This is an optimization exercise on Yosys and OpenROAD, whose aim is small area, a short achievable clock period and few clock cycles per item, not a production implementation.
Only simulation tests tie the RTL to the original design; equivalence was not proved.
No activity file was given, so power comes from the tool's default toggle rates.

<file path="flow/design.v">
package ipdt_pkg;
   localparam int FRAME_BITS = 72;
   localparam int BIT_IDX_W  = $clog2(FRAME_BITS + 1);
   localparam int HIGH_BITS  = FRAME_BITS - 64;
   localparam int HALF_W     = 8;
   localparam int CYC_W      = 10;
   localparam int SPACE_W    = 16;
   localparam int CSR_DATA_W = 16;
   localparam int CSR_IDX_W  = 3;
   localparam logic [HALF_W-1:0]  CARRIER_HALF_RST = 8'd13;
   localparam logic [CYC_W-1:0]   LEAD_BURST_RST   = 10'd322;
   localparam logic [SPACE_W-1:0] LEAD_SPACE_RST   = 16'd4500;
   localparam logic [CYC_W-1:0]   BIT_BURST_RST    = 10'd19;
   localparam logic [SPACE_W-1:0] ONE_SPACE_RST    = 16'd1750;
   localparam logic [SPACE_W-1:0] ZERO_SPACE_RST   = 16'd638;
   localparam logic [CYC_W-1:0]   END_BURST_RST    = 10'd19;
   typedef enum logic [CSR_IDX_W-1:0] {
      REG_CARRIER_HALF = 3'd0,
      REG_LEAD_BURST   = 3'd1,
      REG_LEAD_SPACE   = 3'd2,
      REG_BIT_BURST    = 3'd3,
      REG_ONE_SPACE    = 3'd4,
      REG_ZERO_SPACE   = 3'd5,
      REG_END_BURST    = 3'd6
   } csr_index_type;
   typedef enum logic {
      KIND_TICK  = 1'b0,
      KIND_START = 1'b1
   } kind_type;
   typedef enum logic [5:0] {
      PH_IDLE   = 6'b000001,
      PH_LEAD_B = 6'b000010,
      PH_LEAD_S = 6'b000100,
      PH_BIT_B  = 6'b001000,
      PH_BIT_S  = 6'b010000,
      PH_END_B  = 6'b100000
   } phase_type;
endpackage
import ipdt_pkg::*;
module ir_pulse_distance_transmitter (
   input  logic                  clock,
   input  logic                  reset,
   input  logic                  req_valid,
   output logic                  req_ready,
   input  logic                  req_kind,
   input  logic [63:0]           req_frame_low,
   input  logic [HIGH_BITS-1:0]  req_frame_high,
   output logic                  rsp_valid,
   input  logic                  rsp_ready,
   output logic                  rsp_ir_level,
   output logic                  rsp_busy_res,
   output logic                  rsp_frame_done,
   input  logic                  csr_we,
   input  logic [CSR_IDX_W-1:0]  csr_index,
   input  logic [CSR_DATA_W-1:0] csr_wdata
);
   logic [HALF_W-1:0]  half_r;
   logic [CYC_W-1:0]   lb_r, bb_r, eb_r;
   logic [SPACE_W-1:0] ls_r, os_r, zs_r;
   logic ls_nz, bb_nz, os_nz, zs_nz, eb_nz;
   logic [6:0] cfg_en;
   always_comb
      for (int k = 0; k < 7; k++) cfg_en[k] = reset || (csr_we && (csr_index == 3'(k)));
   always_ff @(posedge clock) begin
      if (cfg_en[REG_CARRIER_HALF]) half_r <= reset ? CARRIER_HALF_RST : csr_wdata[HALF_W-1:0];
      if (cfg_en[REG_LEAD_BURST])   lb_r   <= reset ? LEAD_BURST_RST : csr_wdata[CYC_W-1:0];
      if (cfg_en[REG_LEAD_SPACE])   ls_r   <= reset ? LEAD_SPACE_RST : csr_wdata[SPACE_W-1:0];
      if (cfg_en[REG_BIT_BURST])    bb_r   <= reset ? BIT_BURST_RST : csr_wdata[CYC_W-1:0];
      if (cfg_en[REG_ONE_SPACE])    os_r   <= reset ? ONE_SPACE_RST : csr_wdata[SPACE_W-1:0];
      if (cfg_en[REG_ZERO_SPACE])   zs_r   <= reset ? ZERO_SPACE_RST : csr_wdata[SPACE_W-1:0];
      if (cfg_en[REG_END_BURST])    eb_r   <= reset ? END_BURST_RST : csr_wdata[CYC_W-1:0];
   end
   always_ff @(posedge clock) begin
      if (reset) begin
         ls_nz <= 1'b1;
         bb_nz <= 1'b1;
         os_nz <= 1'b1;
         zs_nz <= 1'b1;
         eb_nz <= 1'b1;
      end else begin
         ls_nz <= |ls_r;
         bb_nz <= |bb_r;
         os_nz <= |os_r;
         zs_nz <= |zs_r;
         eb_nz <= |eb_r;
      end
   end
   logic lb_nz_now, ls_nz_now;
   assign lb_nz_now = |lb_r;
   assign ls_nz_now = |ls_r;
   logic ne_one, ne_zero;
   assign ne_one  = bb_nz || os_nz;
   assign ne_zero = bb_nz || zs_nz;
   logic ph_lb, ph_ls, ph_bb, ph_bs, ph_eb, ph_be;    
   logic [17:0] cnt;
   logic        cp;                                    
   logic        lt;                                    
   logic [FRAME_BITS:0] f;
   logic        curbit;                                
   logic        rdy_ff;
   logic        ov, ol, ob, od;                        
   logic        sv, sl, sb, sd;                        
   logic busy, burst, space;
   assign busy  = ph_lb | ph_ls | ph_bb | ph_bs | ph_eb;
   assign burst = ph_lb | ph_bb | ph_eb;
   assign space = ph_ls | ph_bs;
   logic [7:0] lo;
   logic [9:0] hi;
   assign lo = cnt[7:0];
   assign hi = cnt[17:8];
   logic lo_is0, lo_is2, hi_is1, half_end;
   assign lo_is0   = (lo == 8'd0);
   assign lo_is2   = (lo == 8'd2);
   assign hi_is1   = (hi == 10'd1);
   assign half_end = (lo[7:1] == 7'd0);
   logic [17:0] cnt_step;
   logic        cp_step, lt_step;
   assign cnt_step[7:0]  = (burst && half_end) ? half_r : lo - 8'd1;
   assign cnt_step[17:8] = (space ? lo_is0 : (half_end && cp)) ? hi - 10'd1 : hi;
   assign cp_step        = burst && (cp ^ half_end);
   assign lt_step = space ? (lo_is2 && (hi[7:0] == 8'd0))
                          : (hi_is1 && ((lo_is2 && cp) ||
                                        (half_end && !cp && (half_r[7:1] == 7'd0))));
   logic [FRAME_BITS:0] ne;
   always_comb
      for (int i = 0; i <= FRAME_BITS; i++) ne[i] = f[i] ? ne_one : ne_zero;
   logic used0, real1, real2, real8;
   logic or16, or10, or9, or3, or2;
   assign or16 = |f[FRAME_BITS:16];
   assign or10 = or16 || (|f[15:10]);
   assign or9  = or10 || f[9];
   assign or3  = or9 || (|f[8:3]);
   assign or2  = or3 || f[2];
   logic idle, nbit, real0, known, skip1, skip8, f_shift;
   assign idle    = !busy && !ph_be;
   assign nbit    = used0 ? f[1] : f[0];               
   assign real0   = used0 ? real2 : real1;             
   assign known   = !real0 || (nbit ? ne_one : ne_zero);
   assign skip1   = !idle && !used0 && !known;
   assign skip8   = real8 && !(|ne[7:0]);
   assign f_shift = !idle && (used0 || skip1);
   logic accept, is_tick, is_start, start_idle, start_be;
   assign accept     = req_valid && rdy_ff;
   assign is_tick    = accept && !req_kind;
   assign is_start   = accept && req_kind;
   assign start_idle = is_start && !busy;
   assign start_be   = start_idle && !lb_nz_now && !ls_nz_now;
   logic tick_busy, tick_end;
   assign tick_busy = is_tick && busy;
   assign tick_end  = tick_busy && lt;
   logic go_ls, go_bs_cur, go_entry, be_go;
   assign go_ls     = ph_lb && ls_nz;
   assign go_bs_cur = ph_bb && (curbit ? os_nz : zs_nz);
   assign go_entry  = (ph_lb && !ls_nz) || ph_ls || (ph_bb && !go_bs_cur) || ph_bs || ph_be;
   assign be_go     = ph_be && known;
   logic t_bb, t_bs, t_eb, t_enter;
   assign t_enter = go_entry && real0;
   assign t_bb    = t_enter && bb_nz;
   assign t_bs    = go_bs_cur || (t_enter && !bb_nz);
   assign t_eb    = go_entry && !real0 && eb_nz;
   logic done_tick;
   assign done_tick = lt && (ph_eb || (go_entry && !real0 && !eb_nz));
   logic        bitsel, t_lt;
   logic [17:0] t_cnt;
   assign bitsel = go_bs_cur ? curbit : nbit;
   always_comb begin
      if (go_ls)
         t_cnt = {2'b00, ls_r};
      else if (t_bs)
         t_cnt = {2'b00, bitsel ? os_r : zs_r};
      else if (t_bb)
         t_cnt = {bb_r, half_r};
      else
         t_cnt = {eb_r, half_r};
   end
   assign t_lt = go_ls ? (ls_r == 16'd1)
                       : (t_bs && (bitsel ? (os_r == 16'd1) : (zs_r == 16'd1)));
   logic [17:0] s_cnt;
   logic        s_lt;
   assign s_cnt = lb_nz_now ? {lb_r, half_r} : {2'b00, ls_r};
   assign s_lt  = !lb_nz_now && (ls_r == 16'd1);
   logic        seg_done;
   logic [17:0] k_cnt;
   logic        k_cp, k_lt;
   assign seg_done = lt || ph_be;
   assign k_cnt = seg_done ? t_cnt : cnt_step;
   assign k_cp  = !seg_done && cp_step;
   assign k_lt  = seg_done ? t_lt : lt_step;
   logic kind_sel, upd;
   assign kind_sel = req_kind && !busy && !ph_be;
   assign upd      = be_go || (accept && (req_kind ? !busy : busy));
   logic s_lb, s_ls, s_be;
   assign s_lb = lb_nz_now;
   assign s_ls = !lb_nz_now && ls_nz_now;
   assign s_be = !lb_nz_now && !ls_nz_now;
   logic ph_upd;
   assign ph_upd = be_go || start_idle || tick_end;
   logic known_ent, known_stay;
   assign known_ent  = used0 ? ne[2] : ne[1];
   assign known_stay = f_shift ? ((skip1 && skip8) ? ne[8] : ne[1]) : known;
   logic f_tick_shift, f_idle_shift;
   assign f_idle_shift = be_go && real0;
   assign f_tick_shift = lt && t_enter;
   logic entry_lb;
   assign entry_lb = !ls_nz;
   logic stall_s, stall_t, stall_n;
   assign stall_s = s_lt && s_ls;
   assign stall_t = (lt ? t_lt : (lt_step && (ph_ls || ph_bs || (ph_lb && entry_lb))))
                    && !(f_tick_shift ? known_ent : known_stay);
   assign stall_n = (be_go ? t_lt
                           : (lt && (ph_ls || ph_bs || (ph_lb && entry_lb))))
                    && !(f_idle_shift ? known_ent : known_stay);
   logic push, r_l, r_b, r_d, be_busy;
   assign be_busy = real0 || eb_nz;
   assign push = (accept && !start_be) || be_go;
   assign r_l  = tick_busy && burst && !cp;
   assign r_b  = be_go ? be_busy : (busy || is_start);
   assign r_d  = be_go ? !be_busy : (tick_busy && done_tick);
   logic pop, sv_next;
   assign pop     = ov && rsp_ready;
   assign sv_next = (sv || push) && ov && !pop;
   logic blocked, rdy_start, rdy_tick, rdy_none, rdy_next;
   assign blocked   = ov && !rsp_ready;
   assign rdy_start = busy ? !stall_n : (!s_be && !stall_s);
   assign rdy_tick  = busy ? !stall_t : !stall_n;
   assign rdy_none  = !(ph_be && !be_go) && !stall_n;
   assign rdy_next  = accept ? (!blocked && (req_kind ? rdy_start : rdy_tick))
                             : (rdy_none && !((sv || be_go) && blocked));
   logic n_be;
   assign n_be = ph_upd ? (kind_sel && s_be) : ph_be;
   always_ff @(posedge clock) begin
      if (reset) begin
         ph_lb  <= 1'b0;
         ph_ls  <= 1'b0;
         ph_bb  <= 1'b0;
         ph_bs  <= 1'b0;
         ph_eb  <= 1'b0;
         ph_be  <= 1'b0;
         used0  <= 1'b0;
         rdy_ff <= 1'b1;
         ov     <= 1'b0;
         sv     <= 1'b0;
      end else begin
         rdy_ff <= rdy_next;
         used0  <= (tick_busy ? f_tick_shift : f_idle_shift);
         if (!ov || pop) begin
            ov <= sv || push;
            sv <= 1'b0;
         end else if (push) begin
            sv <= 1'b1;
         end
         if (ph_upd) begin
            ph_lb <= kind_sel ? s_lb : 1'b0;
            ph_ls <= kind_sel ? s_ls : go_ls;
            ph_bb <= kind_sel ? 1'b0 : t_bb;
            ph_bs <= kind_sel ? 1'b0 : t_bs;
            ph_eb <= kind_sel ? 1'b0 : t_eb;
            ph_be <= kind_sel ? s_be : 1'b0;
         end
      end
   end
   always_ff @(posedge clock) begin
      if (!ov || pop) begin
         ol <= sv ? sl : r_l;
         ob <= sv ? sb : r_b;
         od <= sv ? sd : r_d;
      end else if (push && !sv) begin
         sl <= r_l;
         sb <= r_b;
         sd <= r_d;
      end
      if (upd) begin
         cnt <= kind_sel ? s_cnt : k_cnt;
         cp  <= !kind_sel && k_cp;
         lt  <= kind_sel ? s_lt : k_lt;
      end
      if (idle) begin
         f     <= {1'b1, req_frame_high, req_frame_low};
         real1 <= 1'b1;
         real2 <= 1'b1;
         real8 <= 1'b1;
      end else if (skip1 && skip8) begin
         f     <= {8'd0, f[FRAME_BITS:8]};
         real1 <= or9;
         real2 <= or10;
         real8 <= or16;
      end else if (f_shift) begin
         f     <= {1'b0, f[FRAME_BITS:1]};
         real1 <= or2;
         real2 <= or3;
         real8 <= or9;
      end
      if ((tick_end || be_go) && t_enter) curbit <= nbit;
   end
   assign req_ready      = rdy_ff;
   assign rsp_valid      = ov;
   assign rsp_ir_level   = ol;
   assign rsp_busy_res   = ob;
   assign rsp_frame_done = od;
endmodule
</file>
<file path="flow/flow/run.sh">
#!/bin/bash
# Layout flow: the standard ORFS flow (standard synthesis unchanged), with
#  - the I/O port buffers made of plain buffers (sky130_fd_sc_hd__buf_2) instead of the
#    delay buffer buffer_ports picks by default; every port still gets its own buffer;
#  - timing repair aiming at 5.4 ns of setup slack.
set -euo pipefail
bash standard.sh "BUFFER_PORTS_ARGS=-buffer_cell sky130_fd_sc_hd__buf_2" SETUP_SLACK_MARGIN=5.4 finish > flow_orfs.log 2>&1
</file>
<file path="flow/standard.sh">
#!/bin/bash
# synth_recipe.tcl (not shown) runs the flow's synth.tcl, then flattens the netlist and writes it again
# the make line also repeats each setting of config.mk as NAME=value (left out here)
make -C /OpenROAD-flow-scripts/flow DESIGN_CONFIG=/design/flow/config.mk WORK_HOME=/design/flow/orfs CLKGATE_MAP_FILE= SYNTH_SCRIPT=/design/flow/synth_recipe.tcl "${@:-finish}"
</file>
<file path="flow/config.mk">
export PLATFORM = sky130hd
export DESIGN_NAME = ir_pulse_distance_transmitter
export DESIGN_NICKNAME = ir_pulse_distance_transmitter
export VERILOG_FILES = /design/flow/design.v
export SDC_FILE = /design/flow/constraint.sdc
export NUM_CORES = 4
export LEC_CHECK = 0
export ABC_AREA = 1
export CAP_MARGIN = 20
export CORE_MARGIN = 2
export CORE_UTILIZATION = 70
export SETUP_SLACK_MARGIN = 5
export SLEW_MARGIN = 20
</file>
<file path="flow/constraint.sdc">
create_clock -name core_clock -period 8.0 [get_ports {clock}]
set_input_delay 1.6000 -clock core_clock [delete_from_list [all_inputs] [get_ports {clock}]]
set_output_delay 1.6000 -clock core_clock [all_outputs]
set_load 0.01 [all_outputs]
</file>
==> results.sh, run 1 <==
export IMPL_synth_edf_count=185
export IMPL_fin_crit_sh=0.326
export IMPL_clock_latency_ns=0.52
export IMPL_status="timing/DRC/antenna clean"
export IMPL_max_slew_margin=0.432
export IMPL_pwr_density_cell_mw_per_mm2=408
export IMPL_synth_async_reset_ratio=0
export IMPL_yosysWarnings=1
export IMPL_cpMaxStageDelayCell="edfxtp_1"
export IMPL_io_pins=102
export IMPL_grt_busiest_layer="met2"
export IMPL_cp_top_family="flip-flops"
export IMPL_ys_types=45
export IMPL_path_max_fanout=1
export IMPL_slew_viol_final=0
export IMPL_fmax_ghz=0.383
export IMPL_required_ns=6.40
export IMPL_worstMarginPinSlew_ns=0.850
export IMPL_dr_pass1_iters=5
export IMPL_layout_drive_gt1_share=0.172
export IMPL_coreArea_mm2=0.0146
export IMPL_grt_overflow=0
export IMPL_cts_hold_buffers=0
export IMPL_nFillCells=862
export IMPL_synth_ff_type="edfxtp_1"
export IMPL_synthCells=1181
export IMPL_antenna_found_initial=1
export IMPL_ant_nets=0
export IMPL_clock_path_buffers=3
export IMPL_gp_congestion=0.935
export IMPL_power_total_uw=4990
export IMPL_cp_arrival_ns=1.01
export IMPL_use_met1=0.485
export IMPL_synthTopCellsByCount="nand2_1 (327), edfxtp_1 (185), nor2_1 (146), inv_1 (95), a31oi_1 (71)"
export IMPL_grt_usage=0.341
export IMPL_numCtsBuffers=22
export IMPL_grt_pass1_vias=8581
export IMPL_initial_core_util=0.720
export IMPL_grt_max_degree=108
export IMPL_hold_viol_final=0
export IMPL_port_buffers=101
export IMPL_rows=44
export IMPL_path_clk_slew_ns=0.06
export IMPL_drt_vias_per_instance=6.32
export IMPL_cp_end_kind="primary output"
export IMPL_die_y_um=127
export IMPL_clkSinkCount=204
export IMPL_drtIter0Drc=1281
export IMPL_die_width_um=127
export IMPL_cp_cell_sequence="buf_2"
export IMPL_grt_util_met2=0.545
export IMPL_setup_worst_path_class="reg2out"
export IMPL_dp_hpwl_mm=18.9
export IMPL_synth_top_cell_area_share=0.527
export IMPL_routedWlPerCell_um=19.0
export IMPL_yosys_top_cells_area="edfxtp_1 (53%), nand2_1 (12%), nor2_1 (5.2%)"
export IMPL_finalNetCount=1383
export IMPL_hold_path_class="reg2reg"
export IMPL_maxCapViolations=0
export IMPL_insertedDiodeCount=0
export IMPL_vias=9341
export IMPL_cts_tree="done"
export IMPL_drc=0
export IMPL_cpPeakStageDelay_ns=0.36
export IMPL_clockRootBuffer="clkbuf_16"
export IMPL_grt_pass1_wl_mm=43.3
export IMPL_clock_skew_ns=0.0186
export IMPL_vdd_ir_drop_max_uv=298
export IMPL_startpoint_type="register"
export IMPL_power_leakage_uw=0.00500
export IMPL_period_minus_slack_ns=2.61
export IMPL_synth_avg_cell_area_um2=8.93
export IMPL_syn_to_final_growth_pct=15.9
export IMPL_syn_area_mm2=0.0106
export IMPL_yosys_area_top_type="edfxtp_1"
export IMPL_gr_usage_met3=0.0574
export IMPL_fin_setup_tns_ns=0
export IMPL_htreeDepth=1
export IMPL_synth_nets=1286
export IMPL_yosysMostFrequentCell="nand2_1"
export IMPL_ys_ff_latch=204
export IMPL_rsz0062_at_grt="yes"
export IMPL_setup_viol=0
export IMPL_seq_area_frac_synth=0.563
export IMPL_crit_buf_inv=1
export IMPL_die_area_mm2=0.0161
export IMPL_hold_worst_slack_ns=0.473
export IMPL_finalWirelength_mm=28.1
stage by stage:
step | setup WS, ns | cell area [um^2] | instances | util
global placement | 4.18 | 11200 | 1422 | 0.768
detailed placement | 4.13 | 11200 | 1422 | 0.768
floorplan | 5.06 | 10700 | 1181 | -
global route | 5.34 | 12200 | 1478 | 0.835
CTS | 5.38 | 12100 | 1471 | 0.825
finish | 5.39 | 12200 | 1478 | 0.835
cells by family (layout without fill, tap and decap cells):
logic type	count (synthesis)	count (layout)	share of synthesized area
AND/OR/NAND/NOR	612	612	0.246
flip-flops	204	204	0.563
AO/OA/AOI/OAI	202	202	0.120
buffers and inverters	150	263	0.0578
adder cells (fa/ha/maj)	8	8	0.00949
XOR/XNOR	5	5	0.00415
area by class of cell:
type,count,area (um^2),area share
clock buffers,28,573,0.0468
clock inverters,12,128,0.0104
inverters,100,403,0.0329
multi-input cells,827,4220,0.345
flip-flops and latches,204,5940,0.485
well taps,184,230,0.0188
repair buffers,122,737,0.0602
repair inverters,1,7.51,0.000614
power by group:
part,internal (uW),total [uW],switching (uW)
clock network,577,991,415
registers,1740,2010,271
logic,642,1990,1340
total,2960,4990,2030
routing by layer:
layer,part of all wire,vias to the layer above
met3,0.11,107
met4,0.036,0
li1,-,4321
met1,0.39,4274
met2,0.46,639
met5,0,-
registers in the layout, indices dropped and copies added, names as in the netlist, 8 cells and up:
name and flops:
bb_r 10, cnt 18, eb_r 10, f 73, half_r 8, lb_r 10, ls_r 16, os_r 16
zs_r 16
timing repair:
action,in CTS,in global routing
gates resized for setup,18,26
endpoints found under the setup margin,220,178
setup buffers,8,6
pin swaps,2,6
cloned,1,1
cells in the final DEF, fill, tap and decap left out, types with 4 or more instances in the layout:
master	Yosys	routed
o211ai_1	16	16
o21ai_4	2	6
clkinv_2	0	4
a22oi_2	0	10
buf_6	3	5
o22ai_1	5	5
o31ai_1	7	6
buf_2	13	99
o21ai_0	36	28
ha_1	8	7
clkbuf_16	0	23
nor4_1	30	30
edfxtp_1	185	185
nand3_1	51	51
nor3_1	18	18
nand4_1	11	11
o2111ai_1	6	6
nand3_2	4	4
clkbuf_1	31	6
buf_4	2	13
nand2_2	6	11
nand2_1	327	321
inv_2	4	5
o21ai_1	8	10
or2_2	8	8
nor2_4	1	7
inv_1	95	90
a31oi_1	71	71
nor2_1	146	140
dfxtp_1	19	17
a21oi_1	33	33
worst paths after layout:
path,depth (start not counted),slack (ns),startpoint,to
setup / recovery,1,5.39,ob,rsp_busy_res
hold / removal,2,0.47,ph_eb,ph_eb
setup reg to reg,4,5.52,lt,cnt[12]
hold reg to reg,2,0.47,ph_eb,ph_eb
Testbench counts, summed over its fixed seeds: cycles 48,788, beats 48,704.
==> run 2: changes to the inputs <==
==> flow/flow/run.sh (replaced) <==
#!/bin/bash
# Layout flow: the standard ORFS flow (standard synthesis unchanged), with
#  - the I/O port buffers made of plain buffers (sky130_fd_sc_hd__buf_2) instead of the
#    delay buffer buffer_ports picks by default; every port still gets its own buffer;
#  - timing repair aiming at 5.35 ns of setup slack.
set -euo pipefail
bash standard.sh "BUFFER_PORTS_ARGS=-buffer_cell sky130_fd_sc_hd__buf_2" SETUP_SLACK_MARGIN=5.35 finish > flow_orfs.log 2>&1
==> results.sh, run 2 <==
export IMPL_path_clk_slew_ns=0.06
export IMPL_initial_core_util=0.720
export IMPL_path_max_fanout=6
export IMPL_rows=44
export IMPL_yosysWarnings=1
export IMPL_layout_drive_gt1_share=0.166
export IMPL_sequentialPowerShare=0.417
export IMPL_dp_cells=1423
export IMPL_use_met1=0.503
export IMPL_final_area_mm2=0.0121
export IMPL_io_pins=102
export IMPL_htreeDepth=1
export IMPL_clock_latency_ns=0.50
export IMPL_cp_top_family="buffers and inverters"
export IMPL_clkPwrFrac=0.185
export IMPL_synth_ff_type="edfxtp_1"
export IMPL_nFillCells=882
export IMPL_cp_arrival_ns=3.03
export IMPL_rsz0062_at_grt="yes"
export IMPL_coreArea_mm2=0.0146
export IMPL_numCtsBuffers=21
export IMPL_ys_ff_latch=204
export IMPL_cts_tree="done"
export IMPL_layout_common_cells="nand2_1 (324), edfxtp_1 (185), nor2_1 (141)"
export IMPL_grt_pass1_vias=8603
export IMPL_cpPeakStageDelay_ns=0.20
export IMPL_syn_area_mm2=0.0106
export IMPL_internal_power_uw=2830
export IMPL_status="timing/DRC/antenna clean"
export IMPL_slew_viol_final=0
export IMPL_stdcell_count=1479
export IMPL_min_path_cells=2
export IMPL_min_from="ph_bs"
export IMPL_worstMarginPinSlew_ns=0.840
export IMPL_max_slew_margin=0.440
export IMPL_synth_edf_count=185
export IMPL_yosys_area_top_type="edfxtp_1"
export IMPL_fmax_ghz=0.384
export IMPL_antenna_found_initial=1
export IMPL_finalWirelength_mm=29.2
export IMPL_min_to="ph_bs"
export IMPL_grt_pass1_wl_mm=44.1
export IMPL_startpoint_type="input port"
export IMPL_clkSinkCount=204
export IMPL_ant_nets=0
export IMPL_synthCells=1181
export IMPL_dr_pass1_iters=6
export IMPL_top_regs="f: 73 flops, cnt: 18 flops"
export IMPL_grt_util_met2=0.552
export IMPL_port_buffers=101
export IMPL_timing_rr_end="cnt[11]"
export IMPL_fin_setup_tns_ns=0
export IMPL_largest_register_ffs=73
export IMPL_ys_types=45
export IMPL_crit_buf_inv=6
export IMPL_die_y_um=127
export IMPL_p_sw_frac=0.413
export IMPL_maxCapViolations=0
export IMPL_grt_busiest_layer="met2"
export IMPL_vdd_ir_drop_max_uv=314
export IMPL_grt_max_degree=115
export IMPL_yosysMostFrequentCell="nand2_1"
export IMPL_pwr_density_cell_mw_per_mm2=398
export IMPL_cp_cell_sequence="buf_6, ha_4, inv_2, nor2_4, clkinvlp_4, buf_6, nor2_4, buf_4, buf_4, o21ai_0, a21oi_1"
export IMPL_r2r_cells=10
export IMPL_dpl_cell_area_mm2=0.0112
export IMPL_gp_congestion=0.965
export IMPL_combPwrFrac=0.398
export IMPL_clock_path_buffers=3
export IMPL_die_width_um=127
export IMPL_die_area_mm2=0.0161
export IMPL_synth_top_cell_area_share=0.527
export IMPL_required_ns=8.43
export IMPL_period_minus_slack_ns=2.60
export IMPL_power_leakage_uw=0.00496
export IMPL_synthTopCellsByCount="nand2_1 (327), edfxtp_1 (185), nor2_1 (146), inv_1 (95), a31oi_1 (71)"
export IMPL_setup_worst_path_class="in2reg"
export IMPL_hold_path_class="reg2reg"
export IMPL_drtIter0Drc=1390
export IMPL_synth_avg_cell_area_um2=8.93
export IMPL_clockRootBuffer="clkbuf_16"
export IMPL_yosys_top_cells_area="edfxtp_1 (53%), nand2_1 (12%), nor2_1 (5.2%)"
export IMPL_reg2reg_from="used0"
export IMPL_synth_nets=1286
export IMPL_fin_crit_sh=0.325
export IMPL_p_switching_uw=1990
export IMPL_clock_skew_ns=0.0103
export IMPL_grt_overflow=0
export IMPL_grt_usage=0.351
export IMPL_regMostFlops="f"
export IMPL_synth_async_reset_ratio=0
export IMPL_vias=9416
export IMPL_final_common_cell="nand2_1"
export IMPL_cp_end_kind="register"
export IMPL_drt_vias_per_instance=6.37
export IMPL_routedWlPerCell_um=19.7
export IMPL_gr_usage_met3=0.0662
export IMPL_cts_hold_buffers=0
export IMPL_hold_viol_final=0
export IMPL_cpMaxStageDelayCell="clkinvlp_4"
export IMPL_syn_to_final_growth_pct=15.0
export IMPL_setup_viol=0
export IMPL_drc=0
export IMPL_finalNetCount=1384
export IMPL_r2r_setup_slack_ns=5.46
export IMPL_seq_area_frac_synth=0.563
export IMPL_dp_hpwl_mm=19.4
-- run 2: cell types whose count changed in the layout (fill, tap and decap cells not counted), moves of 3 or more --
| cell | delta |
|---|---|
| clkinv_1 | -3 |
| buf_4 | +3 |
| nand2_1 | +3 |
| inv_1 | +3 |
| nand2_2 | -3 |
-- run 2: routing by layer --
| metal | vias up | share of wire | routed length, um |
|---|---|---|---|
| met5 | - | 0 | 0 |
| met4 | 0 | 0.030 | 884 |
| met3 | 78 | 0.12 | 3450 |
| met2 | 691 | 0.46 | 13500 |
| met1 | 4319 | 0.39 | 11300 |
| li1 | 4328 | - | - |
-- run 2: how the worst max path moves through the flow --
stage / from / depth (start not counted) / to
6_report: req_kind / 11 / ph_lb
5_1_grt: req_valid / 6 / sb
4_1_cts: csr_index[2] / 4 / ls_r[0]
3_5_place_dp: req_kind / 9 / cnt[2]
3_3_place_gp: req_kind / 9 / cnt[2]
2_1_floorplan: csr_index[2] / 3 / lb_r[0]
-- run 2: logic make-up (layout without fill, tap and decap cells) --
family | after synthesis | count (layout) | synth area share
xor+xnor | 5 | 5 | 0.00415
fa+ha+maj | 8 | 8 | 0.00949
other cells | 0 | 1 | 0
compound gates | 202 | 202 | 0.120
buf+inv | 150 | 263 | 0.0578
flops | 204 | 204 | 0.563
simple gates | 612 | 612 | 0.246
-- run 2: per-stage QoR --
stage	power [uW]	setup slack (ns)	utilization	hold WS [ns]
global route	5110	5.31	0.829	0.514
global placement	3730	3.97	0.767	0.458
floorplan	3310	5.09	-	0.433
CTS	4720	5.35	0.817	0.478
finish	4820	5.40	0.829	0.478
detailed placement	3780	3.89	0.767	0.468
-- run 2: power by group through the flow --
stage / clock network [uW] / registers, uW / logic [uW]
after floorplan: 0 / 1930 / 1380
after global placement: 0 / 2010 / 1720
after detailed placement: 0 / 2010 / 1770
after CTS: 894 / 2000 / 1830
after global routing: 934 / 2050 / 2130
final: 893 / 2010 / 1920
-- run 2: timing repair --
action	in CTS	in global routing
pin swaps	2	5
gates resized for setup	14	18
buffers inserted	9	5
endpoints found under the setup margin	197	202
gates cloned	1	2
-- run 2: cell type report --
class,instances,area [um^2],share of cell area
Inverter,100,384,0.0317
Clock inverter,9,58.8,0.00485
Timing Repair inverter,1,5.00,0.000412
Multi-Input combinational cell,827,4200,0.346
Sequential cell,204,5940,0.489
Tap cell,184,230,0.0190
Antenna cell,1,2.50,0.000206
Clock buffer,29,556,0.0458
Timing Repair Buffer,124,762,0.0628
-- run 2: worst register-to-register path, stage by stage (launching register included) --
cell      delay (ns)
dfxtp_1         0.60
nand2_1         0.17
o21ai_4         0.14
nand2_1         0.14
nor2_1          0.10
buf_4           0.21
inv_2           0.14
o211ai_1        0.39
nand3_1         0.13
o21ai_1         0.16
o211ai_1        0.10

==> re-timing with driven ports <==
Ports are ideal in the flow. The routed layouts listed here were re-timed in OpenROAD.
Step 1 assumes that a clkbuf_16 drives the clock port and a buf_2 every other input.
Step 2, shift: input delay + t, output delay - t, t = (earliest + latest rising clock arrival at the registers) / 2. This alone moves slack from input paths to output paths.
Three values: ideal ports, drivers, drivers and shift; two values: the first two.
run | t (ns) | setup slack, ns | hold WS [ns] | worst setup path at the end | worst register clock-pin slew, ns
run 1 | 0.550 | 5.392 / 5.348 / 4.882 | 0.473 / 0.473 / 0.473 | input to register | 0.06 / 0.06
run 2 | 0.540 | 5.397 / 5.363 / 4.861 | 0.478 / 0.478 / 0.478 | input to register | 0.07 / 0.07
After both steps setup and hold are still met in every run listed. For run 2, which loses most, drivers alone change the setup slack by -0.034 ns; drivers and shift together by -0.536 ns.
